This is an optimization exercise on Yosys and OpenROAD, whose aim is small area, a short achievable clock period and few clock cycles per item, not a production implementation. At most, simulation tests tie the RTL to the original design; equivalence was not proved.

Setup of run 1:
==> flow/design.v <==
`timescale 1ns / 1ps
package scit_pkg;
	localparam int NUM_SECTORS = 256;
	localparam int IDX_W       = $clog2(NUM_SECTORS);
	localparam int CNT_W       = IDX_W;
	localparam int CMD_W    = 2;
	localparam int SECTOR_W = 8;
	localparam int ID_W     = 32;
	typedef logic [CMD_W-1:0] cmd_code_t;
	localparam cmd_code_t CMD_SET   = 2'd0;
	localparam cmd_code_t CMD_QUERY = 2'd1;
	localparam cmd_code_t CMD_INIT  = 2'd2;
endpackage
`timescale 1ns / 1ps
module scit_ctrl
(
	input  logic clk,
	input  logic arst_n,
	input  logic in_valid,
	output logic in_stall,
	output logic out_valid,
	input  logic out_stall,
	output logic load
);
	logic out_valid_q;
	assign in_stall  = out_valid_q && out_stall;
	assign load      = !in_stall;
	assign out_valid = out_valid_q;
	always_ff @(posedge clk or negedge arst_n) begin
		if (!arst_n)
			out_valid_q <= 1'b0;
		else
			out_valid_q <= in_valid || in_stall;
	end
endmodule
`timescale 1ns / 1ps
module scit_dp
(
	input  logic                          clk,
	input  logic                          arst_n,
	input  logic                          accept,
	input  logic                          load,
	input  logic                          cfg_we,
	input  logic [scit_pkg::ID_W-1:0]     cfg_wdata,
	input  logic [scit_pkg::CMD_W-1:0]    command,
	input  logic [scit_pkg::SECTOR_W-1:0] sector,
	input  logic [scit_pkg::ID_W-1:0]     change_id,
	output logic [scit_pkg::ID_W-1:0]     sector_id,
	output logic                          cleared,
	output logic                          all_done,
	output logic                          bad_sector
);
	localparam int NS = scit_pkg::NUM_SECTORS;
	logic [scit_pkg::ID_W-1:0]  min_id_q;
	logic [scit_pkg::ID_W-1:0]  cur_id_q;
	logic                       pend_v_q;
	logic [NS-1:0]              raw_q;
	logic [scit_pkg::CNT_W-1:0] cnt_q;
	logic                       hit_q;
	logic                       last_q;
	logic                       upd_set_q;
	logic                       upd_clr_q;
	logic [scit_pkg::SECTOR_W-1:0] upd_sec_q;
	logic                       rd_raw;
	logic                       rd_fwd;
	logic qflag_q;
	logic cleared_q;
	logic all_done_q;
	logic is_set, is_query, is_init;
	logic newer, same, init_ok;
	logic pend_s;
	logic set_all, clr_en, hit;
	logic [15:0] dec_hi, dec_lo;
	assign last_q = hit_q ? (cnt_q == scit_pkg::CNT_W'(2)) : (cnt_q == scit_pkg::CNT_W'(1));
	assign is_set   = (command == scit_pkg::CMD_SET);
	assign is_query = (command == scit_pkg::CMD_QUERY);
	assign is_init  = (command == scit_pkg::CMD_INIT);
	logic le_q, le_cfg, le_new;
	scit_cmp u_cmp_new (.a(change_id), .b(cur_id_q), .gt(newer),  .eq(same));
	scit_le  u_le_cfg  (.a(cur_id_q),  .b(cfg_wdata), .le(le_cfg));
	scit_le  u_le_new  (.a(change_id), .b(min_id_q),  .le(le_new));
	assign init_ok = le_q;
	assign rd_raw  = raw_q[sector];
	assign rd_fwd  = (upd_set_q || rd_raw) && !(upd_clr_q && (sector == upd_sec_q));
	assign pend_s  = pend_v_q && rd_fwd;
	assign set_all = accept && is_set && newer;
	assign clr_en  = accept && is_set && (newer || same);
	assign hit     = is_set && same && pend_s;
	always_comb begin
		dec_hi = '0;
		dec_lo = '0;
		dec_hi[upd_sec_q[7:4]] = upd_clr_q;
		dec_lo[upd_sec_q[3:0]] = 1'b1;
	end
	always_ff @(posedge clk) begin
		for (int i = 0; i < NS; i++)
			raw_q[i] <= (upd_set_q || raw_q[i]) && !(dec_hi[i/16] && dec_lo[i%16]);
		upd_set_q <= set_all;
		upd_clr_q <= clr_en;
		upd_sec_q <= sector;
		if (set_all)
			cnt_q <= '1;
		else
			cnt_q <= cnt_q - scit_pkg::CNT_W'(hit_q);
		hit_q <= accept && hit;
		if (load) begin
			qflag_q    <= is_query && !pend_s;
			cleared_q  <= is_set && (newer || (same && pend_s));
			all_done_q <= hit && last_q;
		end
	end
	always_ff @(posedge clk or negedge arst_n) begin
		if (!arst_n) begin
			min_id_q <= '0;
			cur_id_q <= '0;
			pend_v_q <= 1'b0;
			le_q     <= 1'b1;
		end else begin
			if (cfg_we)
				min_id_q <= cfg_wdata;
			if (cfg_we)
				le_q <= le_cfg;
			else if (set_all)
				le_q <= le_new;
			else if (accept && is_init && init_ok)
				le_q <= 1'b1;
			if (set_all) begin
				cur_id_q <= change_id;
				pend_v_q <= 1'b1;
			end else if (accept && is_init && init_ok) begin
				cur_id_q <= min_id_q;
				pend_v_q <= 1'b0;
			end
		end
	end
	assign sector_id  = qflag_q ? cur_id_q : '0;
	assign cleared    = cleared_q;
	assign all_done   = all_done_q;
	assign bad_sector = 1'b0;
endmodule
module scit_cmp
(
	input  logic [scit_pkg::ID_W-1:0] a,
	input  logic [scit_pkg::ID_W-1:0] b,
	output logic                      gt,
	output logic                      eq
);
	assign gt = (a > b);
	assign eq = (a == b);
endmodule
module scit_le
(
	input  logic [scit_pkg::ID_W-1:0] a,
	input  logic [scit_pkg::ID_W-1:0] b,
	output logic                      le
);
	logic [scit_pkg::ID_W-1:0] g, p;
	always_comb begin
		g = a & ~b;
		p = a | ~b;
		for (int w = 1; w < scit_pkg::ID_W; w = w * 2)
			for (int i = 0; i < scit_pkg::ID_W; i = i + 2 * w) begin
				g[i] = g[i + w] | (p[i + w] & g[i]);
				p[i] = p[i + w] & p[i];
			end
	end
	assign le = !g[0];
endmodule
`timescale 1ns / 1ps
module sector_change_id_tracker
(
	input  logic                          clk,
	input  logic                          arst_n,
	input  logic                          cfg_we,
	input  logic [scit_pkg::ID_W-1:0]     cfg_wdata,
	input  logic                          in_valid,
	output logic                          in_stall,
	input  logic [scit_pkg::CMD_W-1:0]    command,
	input  logic [scit_pkg::SECTOR_W-1:0] sector,
	input  logic [scit_pkg::ID_W-1:0]     change_id,
	output logic                          out_valid,
	input  logic                          out_stall,
	output logic [scit_pkg::ID_W-1:0]     sector_id,
	output logic                          cleared,
	output logic                          all_done,
	output logic                          bad_sector
);
	logic load;
	scit_ctrl u_ctrl (
		.clk       (clk),
		.arst_n    (arst_n),
		.in_valid  (in_valid),
		.in_stall  (in_stall),
		.out_valid (out_valid),
		.out_stall (out_stall),
		.load      (load)
	);
	scit_dp u_dp (
		.clk        (clk),
		.arst_n     (arst_n),
		.accept     (in_valid && load),
		.load       (load),
		.cfg_we     (cfg_we),
		.cfg_wdata  (cfg_wdata),
		.command    (command),
		.sector     (sector),
		.change_id  (change_id),
		.sector_id  (sector_id),
		.cleared    (cleared),
		.all_done   (all_done),
		.bad_sector (bad_sector)
	);
endmodule
Settings: LEC_CHECK=0, CAP_MARGIN=20, CORE_MARGIN=2, CORE_UTILIZATION=55, SETUP_SLACK_MARGIN=1.8, SLEW_MARGIN=20, SYNTH_HIERARCHICAL=1, TNS_END_PERCENT=0; clock period 4.0 ns.
standard.sh (not shown) runs the stock make flow with config.mk's settings and CLKGATE_MAP_FILE= SYNTH_SCRIPT=/design/flow/synth_recipe.tcl, a recipe that flattens the netlist after the stock synthesis.
==> flow/flow/run.sh <==
#!/bin/bash
# The standard layout (the standard.sh, standard synthesis unchanged), with
# the port buffers made from buf_2 cells instead of the delay buffers that
# buffer_ports picks by default. The full make output goes to standard.log.
set -euo pipefail
bash standard.sh "BUFFER_PORTS_ARGS=-buffer_cell sky130_fd_sc_hd__buf_2" finish > standard.log 2>&1
The flow did not stop early for run 1: all stages ran, and the layout cleared the timing, design-rule and antenna checks.
Setup changes, run 1 to run 2
diff --git a/flow/design.v b/flow/design.v
--- a/flow/design.v
+++ b/flow/design.v
@@ -57,12 +57,12 @@
 	logic [NS-1:0]              raw_q;
 	logic [scit_pkg::CNT_W-1:0] cnt_q;
 	logic                       hit_q;
 	logic                       last_q;
 	logic                       upd_set_q;
-	logic                       upd_clr_q;
-	logic [scit_pkg::SECTOR_W-1:0] upd_sec_q;
+	logic [3:0]                 upd_lo_q;
+	logic [15:0]                upd_hi_q;
 	logic                       rd_raw;
 	logic                       rd_fwd;
 	logic qflag_q;
 	logic cleared_q;
 	logic all_done_q;
@@ -79,27 +79,28 @@
 	scit_cmp u_cmp_new (.a(change_id), .b(cur_id_q), .gt(newer),  .eq(same));
 	scit_le  u_le_cfg  (.a(cur_id_q),  .b(cfg_wdata), .le(le_cfg));
 	scit_le  u_le_new  (.a(change_id), .b(min_id_q),  .le(le_new));
 	assign init_ok = le_q;
 	assign rd_raw  = raw_q[sector];
-	assign rd_fwd  = (upd_set_q || rd_raw) && !(upd_clr_q && (sector == upd_sec_q));
+	assign rd_fwd  = (upd_set_q || rd_raw) && !(upd_hi_q[sector[7:4]] && (sector[3:0] == upd_lo_q));
 	assign pend_s  = pend_v_q && rd_fwd;
 	assign set_all = accept && is_set && newer;
 	assign clr_en  = accept && is_set && (newer || same);
 	assign hit     = is_set && same && pend_s;
 	always_comb begin
 		dec_hi = '0;
 		dec_lo = '0;
-		dec_hi[upd_sec_q[7:4]] = upd_clr_q;
-		dec_lo[upd_sec_q[3:0]] = 1'b1;
+		dec_hi = upd_hi_q;
+		dec_lo[upd_lo_q] = 1'b1;
 	end
 	always_ff @(posedge clk) begin
 		for (int i = 0; i < NS; i++)
 			raw_q[i] <= (upd_set_q || raw_q[i]) && !(dec_hi[i/16] && dec_lo[i%16]);
 		upd_set_q <= set_all;
-		upd_clr_q <= clr_en;
-		upd_sec_q <= sector;
+		upd_lo_q <= sector[3:0];
+		upd_hi_q <= '0;
+		upd_hi_q[sector[7:4]] <= clr_en;
 		if (set_all)
 			cnt_q <= '1;
 		else
 			cnt_q <= cnt_q - scit_pkg::CNT_W'(hit_q);
 		hit_q <= accept && hit;
Results
- Vias: run 2 more than run 1
- Higher final wirelength among run 1 and run 2: run 2
- Run 2: setup slack is 0.065 ns lower than what run 1 reported.
- Run 2: area after synthesis 340 um^2 above run 1
- Clock sink total went up by a few percent going from run 1 to run 2.
Function was not checked in any run of this note: the RTL went through the layout flow alone.

* * *

== job 9806 ==
Another version of the RTL of sector_change_id_tracker (not shown whole).
Size in the first run: roughly 1400 cells after synthesis, roughly 120 I/O pins.
==> module scit_dp, before the edit <==
module scit_dp
(
	input  logic                          clk,
	input  logic                          arst_n,
	input  logic                          accept,
	input  logic                          load,
	input  logic                          cfg_we,
	input  logic [scit_pkg::ID_W-1:0]     cfg_wdata,
	input  logic [scit_pkg::CMD_W-1:0]    command,
	input  logic [scit_pkg::SECTOR_W-1:0] sector,
	input  logic [scit_pkg::ID_W-1:0]     change_id,
	output logic [scit_pkg::ID_W-1:0]     sector_id,
	output logic                          cleared,
	output logic                          all_done,
	output logic                          bad_sector
);
	localparam int NS = scit_pkg::NUM_SECTORS;
	logic [scit_pkg::ID_W-1:0]  min_id_q;
	logic [scit_pkg::ID_W-1:0]  cur_id_q;
	logic                       pend_v_q;
	logic [NS-1:0]              raw_q;
	logic [scit_pkg::CNT_W-1:0] cnt_q;
	logic                       hit_q;
	logic                       last_q;
	logic                       upd_set_q;
	logic                       upd_clr_q;
	logic [scit_pkg::SECTOR_W-1:0] upd_sec_q;
	logic                       rd_raw;
	logic                       rd_fwd;
	logic qflag_q;
	logic cleared_q;
	logic all_done_q;
	logic is_set, is_query, is_init;
	logic newer, same, init_ok;
	logic pend_s;
	logic set_all, clr_en, hit;
	logic [15:0] dec_hi, dec_lo;
	assign last_q = hit_q ? (cnt_q == scit_pkg::CNT_W'(2)) : (cnt_q == scit_pkg::CNT_W'(1));
	assign is_set   = (command == scit_pkg::CMD_SET);
	assign is_query = (command == scit_pkg::CMD_QUERY);
	assign is_init  = (command == scit_pkg::CMD_INIT);
	logic min_gt, min_eq;
	scit_cmp u_cmp_new (.a(change_id), .b(cur_id_q), .gt(newer),  .eq(same));
	scit_cmp u_cmp_min (.a(min_id_q),  .b(cur_id_q), .gt(min_gt), .eq(min_eq));
	assign init_ok = min_gt || min_eq;
	assign rd_raw  = raw_q[sector];
	assign rd_fwd  = (upd_set_q || rd_raw) && !(upd_clr_q && (sector == upd_sec_q));
	assign pend_s  = pend_v_q && rd_fwd;
	assign set_all = accept && is_set && newer;
	assign clr_en  = accept && is_set && (newer || same);
	assign hit     = is_set && same && pend_s;
	always_comb begin
		dec_hi = '0;
		dec_lo = '0;
		dec_hi[upd_sec_q[7:4]] = upd_clr_q;
		dec_lo[upd_sec_q[3:0]] = 1'b1;
	end
	always_ff @(posedge clk) begin
		for (int i = 0; i < NS; i++)
			raw_q[i] <= (upd_set_q || raw_q[i]) && !(dec_hi[i/16] && dec_lo[i%16]);
		upd_set_q <= set_all;
		upd_clr_q <= clr_en;
		upd_sec_q <= sector;
		if (set_all)
			cnt_q <= '1;
		else
			cnt_q <= cnt_q - scit_pkg::CNT_W'(hit_q);
		hit_q <= accept && hit;
		if (load) begin
			qflag_q    <= is_query && !pend_s;
			cleared_q  <= is_set && (newer || (same && pend_s));
			all_done_q <= hit && last_q;
		end
	end
	always_ff @(posedge clk or negedge arst_n) begin
		if (!arst_n) begin
			min_id_q <= '0;
			cur_id_q <= '0;
			pend_v_q <= 1'b0;
		end else begin
			if (cfg_we)
				min_id_q <= cfg_wdata;
			if (set_all) begin
				cur_id_q <= change_id;
				pend_v_q <= 1'b1;
			end else if (accept && is_init && init_ok) begin
				cur_id_q <= min_id_q;
				pend_v_q <= 1'b0;
			end
		end
	end
	assign sector_id  = qflag_q ? cur_id_q : '0;
	assign cleared    = cleared_q;
	assign all_done   = all_done_q;
	assign bad_sector = 1'b0;
endmodule
==> flow/config.mk <==
export PLATFORM = sky130hd
export DESIGN_NAME = sector_change_id_tracker
export DESIGN_NICKNAME = sector_change_id_tracker
export VERILOG_FILES = /design/flow/design.v
export SDC_FILE = /design/flow/constraint.sdc
export NUM_CORES = 4
export LEC_CHECK = 0
export CAP_MARGIN = 20
export CORE_MARGIN = 2
export CORE_UTILIZATION = 55
export SETUP_SLACK_MARGIN = 1.8
export SLEW_MARGIN = 20
export SYNTH_HIERARCHICAL = 1
export TNS_END_PERCENT = 0
==> flow/constraint.sdc <==
create_clock -name core_clock -period 4.0 [get_ports {clk}]
set_input_delay 0.8000 -clock core_clock [delete_from_list [all_inputs] [get_ports {clk}]]
set_output_delay 0.8000 -clock core_clock [all_outputs]
set_load 0.01 [all_outputs]
Scripts as last shown in full above: flow/flow/run.sh
Testbench counts of job 9806, summed over its fixed seeds: cycles 32,776, items 32,768.
Inputs modified between job 9806 and job 4825:
-- flow/design.v --
<<< job 9806, line 60
	logic                       last_q;
	logic                       upd_set_q;
	logic                       upd_clr_q;
	logic [scit_pkg::SECTOR_W-1:0] upd_sec_q;
	logic                       rd_raw;
	logic                       rd_fwd;
>>> job 4825, line 60
	logic                       last_q;
	logic                       upd_set_q;
	logic [3:0]                 upd_lo_q;
	logic [15:0]                upd_hi_q;
	logic                       rd_raw;
	logic                       rd_fwd;
<<< job 9806, line 81
	assign init_ok = min_gt || min_eq;
	assign rd_raw  = raw_q[sector];
	assign rd_fwd  = (upd_set_q || rd_raw) && !(upd_clr_q && (sector == upd_sec_q));
	assign pend_s  = pend_v_q && rd_fwd;
	assign set_all = accept && is_set && newer;
>>> job 4825, line 81
	assign init_ok = min_gt || min_eq;
	assign rd_raw  = raw_q[sector];
	assign rd_fwd  = (upd_set_q || rd_raw) && !(upd_hi_q[sector[7:4]] && (sector[3:0] == upd_lo_q));
	assign pend_s  = pend_v_q && rd_fwd;
	assign set_all = accept && is_set && newer;
<<< job 9806, line 89
		dec_hi = '0;
		dec_lo = '0;
		dec_hi[upd_sec_q[7:4]] = upd_clr_q;
		dec_lo[upd_sec_q[3:0]] = 1'b1;
	end
	always_ff @(posedge clk) begin
>>> job 4825, line 89
		dec_hi = '0;
		dec_lo = '0;
		dec_hi = upd_hi_q;
		dec_lo[upd_lo_q] = 1'b1;
	end
	always_ff @(posedge clk) begin
<<< job 9806, line 96
			raw_q[i] <= (upd_set_q || raw_q[i]) && !(dec_hi[i/16] && dec_lo[i%16]);
		upd_set_q <= set_all;
		upd_clr_q <= clr_en;
		upd_sec_q <= sector;
		if (set_all)
			cnt_q <= '1;
>>> job 4825, line 96
			raw_q[i] <= (upd_set_q || raw_q[i]) && !(dec_hi[i/16] && dec_lo[i%16]);
		upd_set_q <= set_all;
		upd_lo_q <= sector[3:0];
		upd_hi_q <= '0;
		upd_hi_q[sector[7:4]] <= clr_en;
		if (set_all)
			cnt_q <= '1;
==> results.txt <==
[compare] base=job 9806 new=job 4825: final worst slack fell by 0.024 ns, layout-stage area growth over the synthesis result rose by 1.5 points, final standard cell area without fillers rose by about 3.3%, final cell count rose by 234, stage delay of the slowest cell on the critical path fell by 0.33 ns.
Looking at slowest library cell on the worst path, the sky130_fd_sc_hd__o31ai_1 result is from job 9806; the sky130_fd_sc_hd__dfrtp_1 one comes from job 4825.
For job 4825, only the layout was checked, not whether the RTL still works.

## afterwards: timing with drivers on the ports
Ports are ideal in the flow. The routed layouts listed here were re-timed in OpenROAD. Step 1 sets driving cells, clkbuf_16 on the clock port and buf_2 on the other inputs (assumed; they add their load-dependent delay and slew). Step 2, shift: input delay + t, output delay - t, t = (earliest + latest rising clock arrival at the registers) / 2. This alone moves slack from input paths to output paths. Three values: ideal ports, drivers, drivers and shift; two values: the first two.
run | t (ns) | setup slack, ns | pins driven straight from the clock port
run 1 | 0.579 | 1.472 / 1.402 / 0.823 | 1
run 2 | 0.581 | 1.407 / 1.356 / 0.776 | 1
job 9806 | 0.583 | 1.363 / 1.357 / 0.774 | 1
job 4825 | 0.582 | 1.339 / 1.336 / 0.754 | 1
After both steps setup and hold are still met in every run listed. The setup slack of run 1, which loses most, moves by -0.070 ns with the drivers and by -0.649 ns with both steps.
